From an optimization exercise on the open Yosys and OpenROAD flow, aimed at small area and a short achievable clock period; shortcuts taken in it are not production practice. Where RTL was checked, it was by simulation tests only, not by an equivalence proof against the original.

==> flow/design.v <==
module mio_ao8 (
  input  logic [7:0] s,
  input  logic [7:0] d,
  output logic       y
);
  assign y = |(s & d);
endmodule
module mio_nor2 (
  input  logic [1:0] a,
  output logic       y_n
);
  assign y_n = ~|a;
endmodule
module mio_nand4 (
  input  logic [3:0] a,
  output logic       y_n
);
  assign y_n = ~&a;
endmodule
module mio_nor16 (
  input  logic [15:0] a,
  output logic        y_n
);
  logic [7:0] p_n;
  logic [1:0] q;
  for (genvar k = 0; k < 8; k++) begin : g_p
    mio_nor2 u_p (.a(a[2*k +: 2]), .y_n(p_n[k]));
  end
  for (genvar m = 0; m < 2; m++) begin : g_q
    mio_nand4 u_q (.a(p_n[4*m +: 4]), .y_n(q[m]));
  end
  mio_nor2 u_r (.a(q), .y_n(y_n));
endmodule
module mio_hold (
  input  logic q,
  input  logic we,
  input  logic we_n,
  input  logic d,
  output logic y
);
  assign y = (q | we) & (we_n | d);
endmodule
module mio_fin (
  input  logic rd_n,
  input  logic ram_rd_n,
  input  logic oth_n,
  output logic y
);
  assign y = ~((ram_rd_n | rd_n) & oth_n);
endmodule
module mio_predec #(
  parameter int N = 3
) (
  input  logic [N-1:0]    a,
  output logic [2**N-1:0] y_n
);
  always_comb
    for (int k = 0; k < 2**N; k++) y_n[k] = a != N'(k);
endmodule
module mio_predec_en #(
  parameter int N = 3
) (
  input  logic [N-1:0]    a,
  input  logic            en,
  output logic [2**N-1:0] y_n
);
  always_comb
    for (int k = 0; k < 2**N; k++) y_n[k] = !(en && a == N'(k));
endmodule
module mio_wl (
  input  logic a_n,
  input  logic b_n,
  output logic we,
  output logic we_n
);
  assign we   = !(a_n || b_n);
  assign we_n = a_n || b_n;
endmodule
module mem_io_responder #(
  parameter int MEM_AW   = 7,
  parameter int N_LED    = 10,
  parameter int N_SW     = 10,
  parameter int PRESCALE = 100,
  parameter int PS_W     = 7
) (
  input  logic              Clock,
  input  logic              Resetn,
  input  logic [15:0]       ADDR,
  input  logic [15:0]       DOUT,
  input  logic              W,
  output logic [15:0]       DIN,
  input  logic [N_SW-1:0]   SW,
  output logic [N_LED-1:0]  LEDR,
  output logic              Tick_flag
);
  localparam int NW = 2**MEM_AW;
  localparam int NG = NW / 8;
  logic [NW-1:0][15:0] mem;
  logic [15:0] din_q, din_d, cnt_q, cnt_d, rld_q, rld_d, rd_n, oth;
  logic [N_LED-1:0] led_q, led_d;
  logic [N_SW-1:0] sw1_q, sw2_q;
  logic [PS_W-1:0] ps_q, ps_d;
  logic en_q, en_d, ar_q, ar_d, flag_q, flag_d;
  logic sel_ram, sel_led, sel_sw, sel_tmr, wr_cnt, wr_ctl, run, tick, cnt_one;
  logic [NW-1:0] rsel, wsel, wsel_n;
  logic [NW-1:0][15:0] mem_d;
  logic [15:0][NG-1:0] grp;
  assign sel_ram = ADDR[15:12] == 4'h0;
  assign sel_led = ADDR[15:12] == 4'h1;
  assign sel_sw  = ADDR[15:12] == 4'h2;
  assign sel_tmr = ADDR[15:12] == 4'h3;
  assign wr_cnt  = W && sel_tmr && !ADDR[0];
  assign wr_ctl  = W && sel_tmr && ADDR[0];
  assign cnt_one = cnt_q == 16'd1;
  assign run     = en_q && cnt_q != '0;
  assign tick    = run && ps_q == PS_W'(PRESCALE - 1);
  logic ram_rd, ram_wr;
  assign ram_rd = sel_ram && !W;
  assign ram_wr = sel_ram && W;
  logic [7:0] pl_n, pw_n;
  logic [NG-1:0] ph_n;
  mio_predec #(.N(3)) u_pl (.a(ADDR[2:0]), .y_n(pl_n));
  mio_predec #(.N(MEM_AW-3)) u_ph (.a(ADDR[MEM_AW-1:3]), .y_n(ph_n));
  mio_predec_en #(.N(3)) u_pw (.a(ADDR[2:0]), .en(ram_wr), .y_n(pw_n));
  always_comb
    for (int i = 0; i < NW; i++) rsel[i] = !(pl_n[i%8] || ph_n[i/8]);
  for (genvar i = 0; i < NW; i++) begin : g_wl
    mio_wl u_wl (.a_n(pw_n[i%8]), .b_n(ph_n[i/8]), .we(wsel[i]), .we_n(wsel_n[i]));
  end
  for (genvar b = 0; b < 16; b++) begin : g_bit
    for (genvar g = 0; g < NG; g++) begin : g_grp
      logic [7:0] d;
      for (genvar j = 0; j < 8; j++) begin : g_w
        assign d[j] = mem[g*8 + j][b];
      end
      mio_ao8 u_ao (.s(rsel[g*8 +: 8]), .d(d), .y(grp[b][g]));
    end
    mio_nor16 u_nor (.a(grp[b]), .y_n(rd_n[b]));
  end
  always_comb begin
    led_d  = W && sel_led ? DOUT[N_LED-1:0] : led_q;
    ps_d   = (wr_cnt || tick || !run) ? '0 : ps_q + PS_W'(1);
    cnt_d  = wr_cnt ? DOUT : !tick ? cnt_q : cnt_one ? (ar_q ? rld_q : '0) : cnt_q - 16'd1;
    rld_d  = wr_cnt ? DOUT : rld_q;
    en_d   = wr_ctl ? DOUT[0] : en_q;
    ar_d   = wr_ctl ? DOUT[1] : ar_q;
    flag_d = (tick && cnt_one) || (flag_q && !(wr_ctl && DOUT[2]));
    oth    = ({16{ram_wr}} & DOUT) |
             ({16{sel_led}} & 16'(led_d)) |
             ({16{sel_sw}}  & 16'(sw2_q)) |
             ({16{sel_tmr && ADDR[0]}} & {13'b0, flag_d, ar_d, en_d}) |
             ({16{sel_tmr && !ADDR[0]}} & cnt_d);
  end
  for (genvar b = 0; b < 16; b++) begin : g_fin
    mio_fin u_fin (.rd_n(rd_n[b]), .ram_rd_n(!ram_rd), .oth_n(!oth[b]), .y(din_d[b]));
  end
  always_ff @(posedge Clock or negedge Resetn)
    if (!Resetn) begin
      din_q  <= '0;
      led_q  <= '0;
      sw1_q  <= '0;
      sw2_q  <= '0;
      cnt_q  <= '0;
      rld_q  <= '0;
      ps_q   <= '0;
      en_q   <= 1'b0;
      ar_q   <= 1'b0;
      flag_q <= 1'b0;
    end else begin
      din_q  <= din_d;
      led_q  <= led_d;
      sw1_q  <= SW;
      sw2_q  <= sw1_q;
      cnt_q  <= cnt_d;
      rld_q  <= rld_d;
      ps_q   <= ps_d;
      en_q   <= en_d;
      ar_q   <= ar_d;
      flag_q <= flag_d;
    end
  for (genvar i = 0; i < NW; i++) begin : g_word
    for (genvar b = 0; b < 16; b++) begin : g_b
      mio_hold u_hold (.q(mem[i][b]), .we(wsel[i]), .we_n(wsel_n[i]), .d(DOUT[b]), .y(mem_d[i][b]));
    end
  end
  always_ff @(posedge Clock)
    mem <= mem_d;
  assign DIN       = din_q;
  assign LEDR      = led_q;
  assign Tick_flag = flag_q;
endmodule
==> flow/config.mk <==
export PLATFORM = sky130hd
export DESIGN_NAME = mem_io_responder
export DESIGN_NICKNAME = mem_io_responder
export VERILOG_FILES = /design/flow/design.v
export SDC_FILE = /design/flow/constraint.sdc
export NUM_CORES = 4
export LEC_CHECK = 0
export CAP_MARGIN = 20
export CORE_MARGIN = 2
export CORE_UTILIZATION = 50
export CTS_BUF_LIST = sky130_fd_sc_hd__clkbuf_16
export CTS_CLUSTER_DIAMETER = 100
export CTS_CLUSTER_SIZE = 25
export SLEW_MARGIN = 20
export SYNTH_HIERARCHICAL = 1
==> flow/constraint.sdc <==
create_clock -name core_clock -period 10.0 [get_ports {Clock}]
set_input_delay 2.0000 -clock core_clock [delete_from_list [all_inputs] [get_ports {Clock}]]
set_output_delay 2.0000 -clock core_clock [all_outputs]
set_load 0.01 [all_outputs]
standard.sh (not shown) runs the stock make flow with config.mk's settings and CLKGATE_MAP_FILE= SYNTH_SCRIPT=/design/flow/synth_recipe.tcl, a recipe that flattens the netlist after the stock synthesis.
==> flow/flow/run.sh <==
#!/bin/bash
set -euo pipefail
MARGIN=$(cat flow/margin.txt)
bash standard.sh SETUP_SLACK_MARGIN=$MARGIN finish > flow_make.log 2>&1 || { tail -50 flow_make.log; exit 1; }
tail -5 flow_make.log
==> flow/flow/margin.txt <==
6.5
The baseline finished clean.
Rerun with:
--- a/flow/design.v
+++ b/flow/design.v
@@ -5,31 +5,11 @@
 );
   assign y = |(s & d);
 endmodule
-module mio_nor2 (
-  input  logic [1:0] a,
-  output logic       y_n
-);
-  assign y_n = ~|a;
-endmodule
-module mio_nand4 (
-  input  logic [3:0] a,
-  output logic       y_n
-);
-  assign y_n = ~&a;
-endmodule
 module mio_nor16 (
   input  logic [15:0] a,
   output logic        y_n
 );
-  logic [7:0] p_n;
-  logic [1:0] q;
-  for (genvar k = 0; k < 8; k++) begin : g_p
-    mio_nor2 u_p (.a(a[2*k +: 2]), .y_n(p_n[k]));
-  end
-  for (genvar m = 0; m < 2; m++) begin : g_q
-    mio_nand4 u_q (.a(p_n[4*m +: 4]), .y_n(q[m]));
-  end
-  mio_nor2 u_r (.a(q), .y_n(y_n));
+  assign y_n = ~|a;
 endmodule
 module mio_hold (
   input  logic q,
=> Sequential cell count does not change; die area barely changes; area after synthesis barely changes; final area increases by 3.3%; utilization went up by 2.0 points; fmax went up by about 0.9%.
Only the layout flow was run in the second run of this note; the RTL was not checked for function there.

what the ideal ports hide:
No port has a modelled driver above. Below, the same layouts with a new extraction and two added sets of constraints. Step 1 assumes that a clkbuf_16 drives the clock port and a buf_2 every other input. Step 2 times the ports against the registers' clock, not the clock port: input delays grow and output delays shrink by t, the midpoint of the rising clock arrivals with the driver on. a / b / c = ideal ports / drivers / drivers and shift; a / b = the first two.
| run | t, ns | slack for setup (ns) | latest minus earliest clock arrival (ns) | cell pins on the clock port's net |
|---|---|---|---|---|
| the first run | 0.831 | 5.952 / 5.970 / 5.140 | 0.032 / 0.033 | 1 |
| the second run | 0.832 | 5.986 / 5.883 / 5.051 | 0.030 / 0.030 | 1 |
After both steps setup and hold are still met in every run listed. The setup slack of the second run, which loses most, moves by -0.103 ns with the drivers and by -0.935 ns with both steps.
